This design comes from an exercise in tuning for small area, a short achievable clock period and few clock cycles per item on the open sky130 flow, not from production work. No functional check of the RTL was part of any run shown here.

## flow/design.v (module list and top-level ports; edited modules follow where they fit)
// module pow_stream: 2697 lines
module pow_stream #(
  parameter int DATA_W = 32,
  parameter int EXP_W  = 3,
  parameter int ID_W   = 1
) (
  input  logic              clk,
  input  logic              aresetn,
  input  logic              s_tvalid,
  output logic              s_tready,
  input  logic [DATA_W-1:0] s_tdata,
  input  logic [EXP_W-1:0]  s_texp,
  input  logic [ID_W-1:0]   s_tid,
  input  logic              s_tlast,
  output logic              m_tvalid,
  input  logic              m_tready,
  output logic [DATA_W-1:0] m_tdata,
  output logic [ID_W-1:0]   m_tid,
  output logic              m_tlast,
  output logic              m_tovf
);
  // ...
==> flow/run.sh <==
#!/bin/bash
# synth_recipe.tcl (not shown) runs the flow's synth.tcl, then flattens the netlist and writes it again
# the make line also repeats each setting of config.mk as NAME=value (left out here)
make -C /OpenROAD-flow-scripts/flow DESIGN_CONFIG=/design/flow/config.mk WORK_HOME=/design/flow/orfs CLKGATE_MAP_FILE= SYNTH_SCRIPT=/design/flow/synth_recipe.tcl finish
==> flow/config.mk <==
export PLATFORM = sky130hd
export DESIGN_NAME = pow_stream
export DESIGN_NICKNAME = pow_stream
export VERILOG_FILES = /design/flow/design.v
export SDC_FILE = /design/flow/constraint.sdc
export NUM_CORES = 4
export LEC_CHECK = 0
export CAP_MARGIN = 20
export CORE_MARGIN = 2
export CORE_UTILIZATION = 40
export SLEW_MARGIN = 20
==> flow/constraint.sdc <==
create_clock -name core_clock -period 7.6 [get_ports {clk}]
set_input_delay 1.5200 -clock core_clock [delete_from_list [all_inputs] [get_ports {clk}]]
set_output_delay 1.5200 -clock core_clock [all_outputs]
set_load 0.01 [all_outputs]
==> impl_metrics.json, run 1 <==
{
  "drive_gt1_share_pct": 9.36,
  "critPathLaunchType": "flip-flop",
  "slew_violations": 0,
  "synth_simple_gate_area_share_pct": 9.88,
  "cp.arrival_ns": 6.12,
  "crit_path_cell_trace": "inv_1 -> o221ai_1 -> nand2_1 -> fa_1 -> fa_1 -> fa_1 -> fa_1 -> fa_1 -> xor2_1 -> xnor2_1 -> xnor2_1 -> xnor3_1 -> xnor2_1 -> xnor2_1 -> xnor2_1",
  "h-tree-depth": 2,
  "dpl.hpwl_mm": 65.3,
  "clkTransAtPathRegs_ns": 0.07,
  "grt_util_met1_pct": 39.0,
  "regMostFlops": "a_enc",
  "std_cell_rows": 89,
  "cts_tree": "yes",
  "hold_start": "a_x[7]",
  "buffer_area_share_pct": 4.65,
  "fillCellCount": 5578,
  "cts.path.max_buffers": 3,
  "worstHoldEndpoint": "c_x[7]",
  "setup_ws_ns": 2.00,
  "ys.flop_type": "dfxtp_1",
  "outcome": "no timing/DRC/antenna violations",
  "cp-endpoint": "c_s0[31]",
  "synth-compound-area-share_pct": 28.6,
  "synth_top_area_share_pct": 18.7,
  "core-area_um2": 59200,
  "via_per_inst": 6.61,
  "synth_fp_nets": 2891
}
==> run 2, diff against run 1 <==
--- a/flow/config.mk
+++ b/flow/config.mk
@@ -8,4 +8,6 @@
 export CAP_MARGIN = 20
 export CORE_MARGIN = 2
 export CORE_UTILIZATION = 40
+export SETUP_SLACK_MARGIN = 1.0
 export SLEW_MARGIN = 20
+export TNS_END_PERCENT = 0
==> run 2 against run 1 <==
Against the previous run: clock-buffer cell count stayed put; setup slack unchanged; routed wire length unchanged; sequential cell count unchanged; via count is the same; global-route usage is the same; clock skew unchanged; register-to-register slack is essentially flat; critical path type unchanged.
==> impl_metrics.json, run 2 <==
{
  "regMostFlops": "a_enc",
  "ctsHoldBuffers": 0,
  "pre_cts_slack_ns": 2.10,
  "numPortBuffers": 76,
  "finalWirelength_mm": 88.1,
  "drive_gt1_share_pct": 9.36,
  "start_util_pct": 40.6,
  "final_cell_area_um2": 26300,
  "drt_iter0_markers": 3116,
  "synth_common_cells": "nand2_1 (315), clkbuf_1 (255), a221o_1 (227), dfxtp_1 (225), fa_1 (200)",
  "crit_path_cell_trace": "inv_1 -> o221ai_1 -> nand2_1 -> fa_1 -> fa_1 -> fa_1 -> fa_1 -> fa_1 -> xor2_1 -> xnor2_1 -> xnor2_1 -> xnor3_1 -> xnor2_1 -> xnor2_1 -> xnor2_1",
  "detail-route-antenna-nets": 0,
  "setup.worst_path.end_class": "flip-flop",
  "critPathLaunchType": "flip-flop",
  "fillCellCount": 5578,
  "post_cts_resized": 0,
  "die_y_um": 249,
  "final_cell_mix": "nand2_1 (315), a221o_1 (227), dfxtp_1 (214)",
  "cp.arrival_ns": 6.12,
  "cts-root-buf": "clkbuf_16",
  "synth_top_area_share_pct": 18.7,
  "wl_per_cell_um": 27.3,
  "io_pins": 78,
  "synth.area.top_cells": "dfxtp_1 (19%), fa_1 (17%), a221o_1 (9.4%), edfxtp_1 (8.7%), o221ai_1 (6.6%)",
  "setup_tns_ns": 0,
  "hp-class": "flip-flop to flip-flop",
  "num-nets-final": 2760,
  "path_max_fanout": 24,
  "rr_startpoint": "a_enc[20]",
  "slowest_stage": "dfxtp_1",
  "hold_path_depth": 0,
  "grt_max_degree": 66,
  "ys_seq_area_share_pct": 28.3,
  "rsz0062_at_grt": "no",
  "yosysWarnings": 1,
  "worstSetupPathType": "flip-flop to flip-flop",
  "synth_edf_count": 70,
  "drc": 0,
  "via_per_inst": 6.61,
  "slew_violations": 0,
  "yosysTopAreaCell": "dfxtp_1",
  "synth_cell_types": 91,
  "placed_cells": 3164,
  "area_growth_pct": 9.39,
  "die-area_um2": 62200,
  "synth.avg_cell_area_um2": 9.40,
  "num_vias": 21300,
  "finalSetupViolCount": 0,
  "core-area_um2": 59200,
  "largest_reg_flops": 48,
  "grt_pass1_wl_mm": 131,
  "cts_setup_buffers": 0,
  "std_cell_rows": 89,
  "cts_buffers": 36,
  "min_period_over_period_pct": 73.7,
  "fin_cells": 3230,
  "crit_start": "a_enc[20]",
  "outcome": "no timing/DRC/antenna violations",
  "n_antenna_cell": 0,
  "grt_use_total_pct": 27.8,
  "antenna_found_initial": 2,
  "required_ns": 8.12,
  "slew_headroom_pct": 28.7,
  "final_common_cell": "nand2_1",
  "h-tree-depth": 2,
  "cts.path.max_buffers": 3,
  "grt_pass1_vias": 19700,
  "setup_ws_ns": 2.00,
  "hold_start": "a_x[7]",
  "fin_hold_ws_ns": 0.320,
  "clock-sinks": 303,
  "gp_congestion": 1.00,
  "post_dp_cell_area_um2": 25100,
  "fin_crit_ns": 5.60,
  "synth_seq_cells": 303,
  "die_width_um": 249,
  "worst_pin_slew_ns": 1.07,
  "syn_area_um2": 24100,
  "cts_tree": "yes",
  "fin_util_pct": 44.4,
  "finClkSkew_ns": 0.0325,
  "ys.flop_type": "dfxtp_1",
  "synthArstFlopShare_pct": 2.64,
  "timing.fmax_mhz": 179,
  "dpl.hpwl_mm": 65.3,
  "hold_viol": 0,
  "worst_skew_pair.late_latency_ns": 0.58,
  "synth_fp_nets": 2891,
  "post-synth-top-count-cell": "nand2_1",
  "slowest_delay_ns": 0.89,
  "overflow": 0,
  "synthCells": 2560,
  "drtPass1Iterations": 6,
  "maxCapViolCount": 0,
  "clkTransAtPathRegs_ns": 0.07,
  "rr_worst_depth": 15
}
-- run 2: cell type report --
type | count | area [um2] | area share, %
Clock buffer | 51 | 1020 | 3.87
Clock inverter | 15 | 179 | 0.680
Inverter | 165 | 619 | 2.35
Multi-Input combinational cell | 1787 | 15500 | 58.9
Sequential cell | 303 | 6820 | 25.9
Tap cell | 773 | 967 | 3.67
Timing Repair Buffer | 136 | 1220 | 4.65
-- run 2: path summary, 6_finish.rpt --
kind / slack (ns) / endpoint
setup / recovery: 2.00 / c_s0[31]
hold / removal: 0.32 / c_x[7]
setup reg to reg: 2.00 / c_s0[31]
hold reg to reg: 0.32 / c_x[7]
max in group asynchronous: 6.03 / t_in[0]
min in group asynchronous: 1.26 / t_in[1]
-- run 2: cell families (layout without fill, tap and decap cells) --
logic type	count (synthesis)	count (layout)	synth area share, %
flip-flops	303	303	28.3
AO/OA/AOI/OAI	843	843	28.6
multiplexers	48	48	2.22
buffers and inverters	470	367	7.46
XOR/XNOR	52	52	2.25
other	1	1	0.0156
adder cells (fa/ha/maj)	290	290	21.3
AND/OR/NAND/NOR	553	553	9.88
-- run 2: critical path: cells and delay by family (launching register included) --
family,cells,cell delay [ns]
buffers and inverters,1,0.63
AND/OR/NAND/NOR,1,0.10
AO/OA/AOI/OAI,1,0.34
adder cells (fa/ha/maj),5,2.35
flip-flops,1,0.89
XOR/XNOR,7,1.22
-- run 2: layer usage --
| metal | up-vias | GRT usage (%) | part of all wire [%] |
|---|---|---|---|
| met5 | - | 0 | 0 |
| met4 | 0 | 11.8 | 4.7 |
| met3 | 170 | 4.23 | 9.4 |
| met2 | 1223 | 42.5 | 44 |
| met1 | 10700 | 39.0 | 42 |
| li1 | 9277 | - | - |
==> run 3, diff against run 2 <==
--- a/flow/config.mk
+++ b/flow/config.mk
@@ -8,6 +8,6 @@
 export CAP_MARGIN = 20
 export CORE_MARGIN = 2
 export CORE_UTILIZATION = 40
-export SETUP_SLACK_MARGIN = 1.0
+export SETUP_SLACK_MARGIN = 2.0
 export SLEW_MARGIN = 20
 export TNS_END_PERCENT = 0
==> run 3 against run 2 <==
Against the previous run: still clean; synthesized area stayed put; clock skew is essentially flat; first-iteration DRC count grew 2.1%; final area up 0.12%; largest cell class unchanged.
==> impl_metrics.json, run 3 <==
{
  "die_y_um": 249,
  "die-area_um2": 62200,
  "r2r-end": "c_s0[31]",
  "die_width_um": 249,
  "min_period_over_period_pct": 69.4,
  "dpl.hpwl_mm": 65.3,
  "core-area_um2": 59200,
  "overflow": 0,
  "yosysTopAreaCell": "dfxtp_1",
  "drtPass1Iterations": 6,
  "io_pins": 78,
  "n_antenna_cell": 0,
  "grt_use_total_pct": 27.8,
  "setup.worst_path.end_class": "flip-flop",
  "syn_area_um2": 24100,
  "numPortBuffers": 76,
  "final_common_cell": "nand2_1",
  "finClkSkew_ns": 0.0323,
  "cp.arrival_ns": 5.79,
  "final_cell_mix": "nand2_1 (315), a221o_1 (227), dfxtp_1 (208)",
  "gp_congestion": 1.00,
  "hold_start": "a_x[7]",
  "synth_fp_nets": 2891,
  "hold_viol": 0,
  "grt_pass1_vias": 19700,
  "rr_worst_depth": 15,
  "critPathLaunchType": "flip-flop",
  "finalWirelength_mm": 88.2,
  "drc": 0,
  "slowest_stage": "dfxtp_1",
  "post_dp_cell_area_um2": 25100,
  "slew_violations": 0,
  "synth_seq_cells": 303,
  "slew_headroom_pct": 27.8,
  "final_cell_area_um2": 26400,
  "rsz0062_at_grt": "no",
  "timing.fmax_mhz": 190,
  "num_vias": 21400,
  "wl_per_cell_um": 27.3,
  "cts_tree": "yes",
  "synthArstFlopShare_pct": 2.64,
  "post-synth-top-count-cell": "nand2_1",
  "yosysWarnings": 1,
  "rr_startpoint": "a_enc[23]",
  "hp-class": "flip-flop to flip-flop",
  "cts.path.max_buffers": 3,
  "synth.avg_cell_area_um2": 9.40,
  "outcome": "no timing/DRC/antenna violations",
  "worstSetupPathType": "flip-flop to flip-flop",
  "maxCapViolCount": 0,
  "ys.flop_type": "dfxtp_1",
  "post_cts_resized": 0,
  "start_util_pct": 40.6,
  "worst_pin_slew_ns": 1.08,
  "drt_iter0_markers": 3182,
  "num-nets-final": 2761,
  "largest_reg_flops": 48,
  "finalSetupViolCount": 0,
  "hold_path_depth": 0,
  "drive_gt1_share_pct": 9.85,
  "fin_crit_ns": 5.28,
  "std_cell_rows": 89,
  "setup_tns_ns": 0,
  "via_per_inst": 6.62,
  "synthCells": 2560,
  "detail-route-antenna-nets": 0,
  "clock-sinks": 303,
  "cts_buffers": 36,
  "synth_cell_types": 91,
  "cts_setup_buffers": 0,
  "worst_skew_pair.late_latency_ns": 0.58,
  "slowest_delay_ns": 0.74,
  "ctsHoldBuffers": 0,
  "synth_common_cells": "nand2_1 (315), clkbuf_1 (255), a221o_1 (227), dfxtp_1 (225), fa_1 (200)",
  "antenna_found_initial": 2,
  "fin_hold_ws_ns": 0.320,
  "required_ns": 8.11,
  "synth_edf_count": 70,
  "grt_max_degree": 66,
  "area_growth_pct": 9.52,
  "crit_path_cell_trace": "clkinvlp_4 -> o221ai_1 -> nand2_1 -> fa_1 -> fa_1 -> fa_1 -> fa_1 -> fa_1 -> xor2_1 -> xnor2_1 -> xnor2_1 -> xnor3_1 -> xnor2_1 -> xnor2_1 -> xnor2_1",
  "r2r_slack_ns": 2.32,
  "grt_pass1_wl_mm": 131,
  "synth.area.top_cells": "dfxtp_1 (19%), fa_1 (17%), a221o_1 (9.4%), edfxtp_1 (8.7%), o221ai_1 (6.6%)",
  "regMostFlops": "a_enc",
  "clkTransAtPathRegs_ns": 0.07,
  "h-tree-depth": 2,
  "path_max_fanout": 18,
  "ys_seq_area_share_pct": 28.3,
  "cts-root-buf": "clkbuf_16",
  "worstHoldEndpoint": "c_x[7]",
  "synth_top_area_share_pct": 18.7
}
run 3: cell counts after synthesis:
No cell type changed its count.
run 3: stage by stage:
step | setup slack (ns) | cells | utilization [%]
after CTS | 2.11 | 3230 | 44.4
after detailed placement | 2.10 | 3164 | 42.4
final | 2.32 | 3231 | 44.5
after global routing | 2.01 | 3231 | 44.5
after global placement | 2.16 | 3164 | 42.4
after floorplan | 2.86 | 2560 | -
run 3: cells by family after synthesis:
group | Yosys count | share of synthesized area [%]
fa+ha+maj | 290 | 21.3
flops | 303 | 28.3
compound gates | 843 | 28.6
buf+inv | 470 | 7.46
other cells | 1 | 0.0156
xor+xnor | 52 | 2.25
simple gates | 553 | 9.88
mux | 48 | 2.22
run 3: final cells by class:
type / instances / area, um2
Fill cell: 5577 / 32900
Tap cell: 773 / 967
Multi-Input combinational cell: 1787 / 15500
Timing Repair inverter: 1 / 5.00
Sequential cell: 303 / 6830
Clock buffer: 51 / 1020
Clock inverter: 15 / 179
Timing Repair Buffer: 136 / 1220
Inverter: 165 / 638
run 3: worst max-delay path: cells and delay by family, from the launching register on:
kind | cells | cell delay [ns]
DFF | 1 | 0.74
adders and majority gates | 5 | 2.36
buffers and inverters | 1 | 0.49
and+or+nand+nor | 1 | 0.13
AOI/OAI and AO/OA | 1 | 0.28
xor gates and xnor gates | 7 | 1.21
run 3: layer usage:
metal,GRT usage (%),vias up,part of all wire (%)
li1,-,9276,-
met1,39.0,10800,42
met2,42.5,1154,44
met3,4.23,157,8.9
met4,11.8,0,4.7
met5,0,-,0
run 3: how the worst max path moves through the flow:
stage	startpoint	end	slack, ns	cells after the start
after floorplan	a_enc[19]	c_s0[31]	2.86	17
after global placement	a_enc[19]	c_s0[31]	2.16	16
after detailed placement	a_enc[20]	c_s0[31]	2.10	15
after CTS	a_enc[20]	c_s0[31]	2.11	15
after global routing	a_enc[7]	c_s0[31]	2.01	15
final	a_enc[23]	c_s0[31]	2.32	15
==> run 4, diff against run 3 <==
--- a/flow/config.mk
+++ b/flow/config.mk
@@ -8,6 +8,6 @@
 export CAP_MARGIN = 20
 export CORE_MARGIN = 2
 export CORE_UTILIZATION = 40
-export SETUP_SLACK_MARGIN = 2.0
+export SETUP_SLACK_MARGIN = 3.0
 export SLEW_MARGIN = 20
 export TNS_END_PERCENT = 0
==> run 4 against run 3 <==
Against the previous run: register-to-register slack better by 0.62 ns; first-iteration DRC count increased by 6.9%; setup slack better by 0.62 ns; worst hold slack improved by 0.0054 ns; clock skew shrank 0.0095 ns; die area unchanged; non-clock buffer count rose by 111; critical path type unchanged.
==> impl_metrics.json, run 4 <==
{
  "outcome": "no timing/DRC/antenna violations",
  "via_per_inst": 6.58,
  "die-area_um2": 62200,
  "slew_headroom_pct": 23.5,
  "path_buf_inv": 5,
  "grtUsageMet2_pct": 43.6,
  "synthCells": 2560,
  "rsz0062_at_grt": "yes",
  "start_util_pct": 40.6,
  "clock-sinks": 303,
  "synth.avg_cell_area_um2": 9.40,
  "rr_startpoint": "a_enc[0]",
  "slowest_stage": "fa_1",
  "worst_skew_pair.late_latency_ns": 0.57,
  "area_growth_pct": 16.9,
  "synth_seq_cells": 303,
  "largest_reg_flops": 48,
  "regMostFlops": "a_enc",
  "grt_max_degree": 61,
  "path_max_fanout": 11,
  "cts-root-buf": "clkbuf_16",
  "pre_cts_slack_ns": 2.03,
  "synth_common_cells": "nand2_1 (315), clkbuf_1 (255), a221o_1 (227), dfxtp_1 (225), fa_1 (200)",
  "cp.arrival_ns": 5.07,
  "slowest_delay_ns": 0.48,
  "num-nets-final": 2879,
  "cts.path.max_buffers": 3,
  "synth_fp_nets": 2891,
  "top_usage_layer": "met2",
  "cts_tree": "yes",
  "yosysWarnings": 1,
  "required_ns": 8.01,
  "h-tree-depth": 2,
  "setup_ws_ns": 2.94,
  "maxCapViolCount": 0,
  "fillCellCount": 5516,
  "std_cell_rows": 89,
  "clkTransAtPathRegs_ns": 0.06,
  "ys.flop_type": "dfxtp_1",
  "final_common_cell": "nand2_1",
  "setup_tns_ns": 0,
  "min_period_over_period_pct": 61.3,
  "numPortBuffers": 76,
  "io_pins": 78,
  "slew_violations": 0,
  "dpl.hpwl_mm": 65.9,
  "cp_common_cell": "fa_1",
  "wl_per_cell_um": 28.0,
  "num_vias": 22000,
  "syn_area_um2": 24100,
  "timing.fmax_mhz": 215,
  "finalSetupViolCount": 0,
  "gp_congestion": 0.989,
  "synth_cell_types": 91,
  "hold_viol": 0,
  "worstSetupPathType": "flip-flop to flip-flop",
  "cts_buffers": 35,
  "die_y_um": 249,
  "regArea_um2": 6980,
  "antenna_found_initial": 2,
  "critPathLaunchType": "flip-flop",
  "overflow": 0,
  "crit_path_cell_trace": "buf_12 -> clkinvlp_4 -> buf_4 -> buf_4 -> o221ai_1 -> nand2_1 -> fa_1 -> fa_1 -> fa_1 -> fa_1 -> fa_1 -> fa_1 -> inv_1 -> fa_1",
  "synth.area.top_cells": "dfxtp_1 (19%), fa_1 (17%), a221o_1 (9.4%), edfxtp_1 (8.7%), o221ai_1 (6.6%)",
  "core-area_um2": 59200,
  "finClkSkew_ns": 0.0228,
  "ys_seq_area_share_pct": 28.3,
  "crit_family": "adder cells",
  "gr-usage-met3_pct": 4.91,
  "finalWirelength_mm": 93.8,
  "crit_start": "a_enc[0]",
  "setup.worst_path.end_class": "flip-flop",
  "hp-class": "flip-flop to flip-flop",
  "detail-route-antenna-nets": 0,
  "synth_top_area_share_pct": 18.7,
  "multiInputGateArea_um2": 15600,
  "placed_cells": 3160,
  "grt_pass1_wl_mm": 135,
  "final_cell_mix": "nand2_1 (314), a221o_1 (227), fa_1 (191)",
  "post-synth-top-count-cell": "nand2_1",
  "drt_iter0_markers": 3401,
  "drc": 0,
  "fin_crit_ns": 4.66,
  "drive_gt1_share_pct": 17.0,
  "fin_cells": 3348,
  "n_antenna_cell": 0,
  "yosysTopAreaCell": "dfxtp_1",
  "synth_edf_count": 70,
  "grt_pass1_vias": 20000,
  "drtPass1Iterations": 8,
  "hold_start": "a_id",
  "grt_use_total_pct": 28.7,
  "synthArstFlopShare_pct": 2.64,
  "worst_pin_slew_ns": 1.13,
  "fin_util_pct": 47.5,
  "grt_util_met1_pct": 39.6,
  "die_width_um": 249
}
run 4: timing repair:
item / 4_1_cts / 5_1_grt
pin swaps: 6 / 16
gates cloned: 15 / 2
hold endpoints to repair: 0 / 0
endpoints found under the setup margin: 29 / 5
hold buffers: 0 / 0
buffers inserted: 47 / 60
resized for setup: 150 / 60
run 4: cell type report:
type	count	area share, %
flip-flops and latches	303	24.8
clock inverters	23	1.20
inverters	165	2.62
repair inverters	9	0.160
well taps	773	3.44
clock buffers	41	3.30
multi-input cells	1787	55.4
repair buffers	247	9.09
run 4: path summary, 6_finish.rpt:
path / to / slack [ns] / cells past startpoint
min in group asynchronous: t_in[1] / 1.26 / 1
hold / removal: c_id / 0.33 / 0
setup reg to reg: c_s1[30] / 2.94 / 14
setup / recovery: c_s1[30] / 2.94 / 14
hold reg to reg: c_id / 0.33 / 0
max in group asynchronous: c_v / 6.03 / 1
run 4: worst reg2reg max path, cell delays in order, from the launching register on:
cell	delay, ns
dfxtp_2	0.37
buf_12	0.15
clkinvlp_4	0.17
buf_4	0.18
buf_4	0.16
o221ai_1	0.15
nand2_1	0.19
fa_1	0.47
fa_1	0.43
fa_1	0.43
fa_1	0.42
fa_1	0.47
fa_1	0.37
inv_1	0.08
fa_1	0.48
run 4: cells by family after synthesis:
logic type	after synthesis	share of synthesized area [%]
buffers and inverters	470	7.46
AOI/OAI and AO/OA	843	28.6
DFF	303	28.3
xor gates and xnor gates	52	2.25
other	1	0.0156
muxes	48	2.22
adders and majority gates	290	21.3
and+or+nand+nor	553	9.88
run 4: per-stage QoR:
step,hold slack [ns],cell area [um2]
floorplan,0.310,24100
global placement,0.310,25100
detailed placement,0.313,25100
CTS,0.328,27400
global route,0.330,28100
finish,0.326,28100
run 4: metal layers:
| metal | share of wire, % | wire length (um) |
|---|---|---|
| met5 | 0.017 | 16 |
| met4 | 5.9 | 5490 |
| met3 | 9.3 | 8710 |
| met2 | 43 | 40600 |
| met1 | 42 | 39000 |

afterwards: timing with drivers on the ports:
In the flow no input, the clock included, has a driving cell. The finished layouts below were timed again as built, in two steps. Step 1 assumes that a clkbuf_16 drives the clock port and a buf_2 every other input. Step 2 adds t to the input delays and takes it off the output delays; t is the mean of the earliest and latest rising clock arrival at the registers after step 1. Input paths then give back, and output paths get back, about the clock's delay inside the block. a / b / c = ideal ports / drivers / drivers and shift; a / b = the first two.
run | t (ns) | slack for setup (ns) | worst data-port slew with drivers (ns) | cell pins on the clock port's net
run 1 | 0.619 | 1.998 / 1.998 / 1.998 | 0.06 | 1
run 2 | 0.619 | 1.998 / 1.998 / 1.998 | 0.06 | 1
run 3 | 0.617 | 2.323 / 2.323 / 2.323 | 0.05 | 1
run 4 | 0.613 | 2.940 / 2.936 / 2.936 | 0.05 | 1
After both steps setup and hold are still met in every run listed. The setup slack of run 4, which loses most, moves by -0.004 ns with the drivers and by -0.004 ns with both steps.
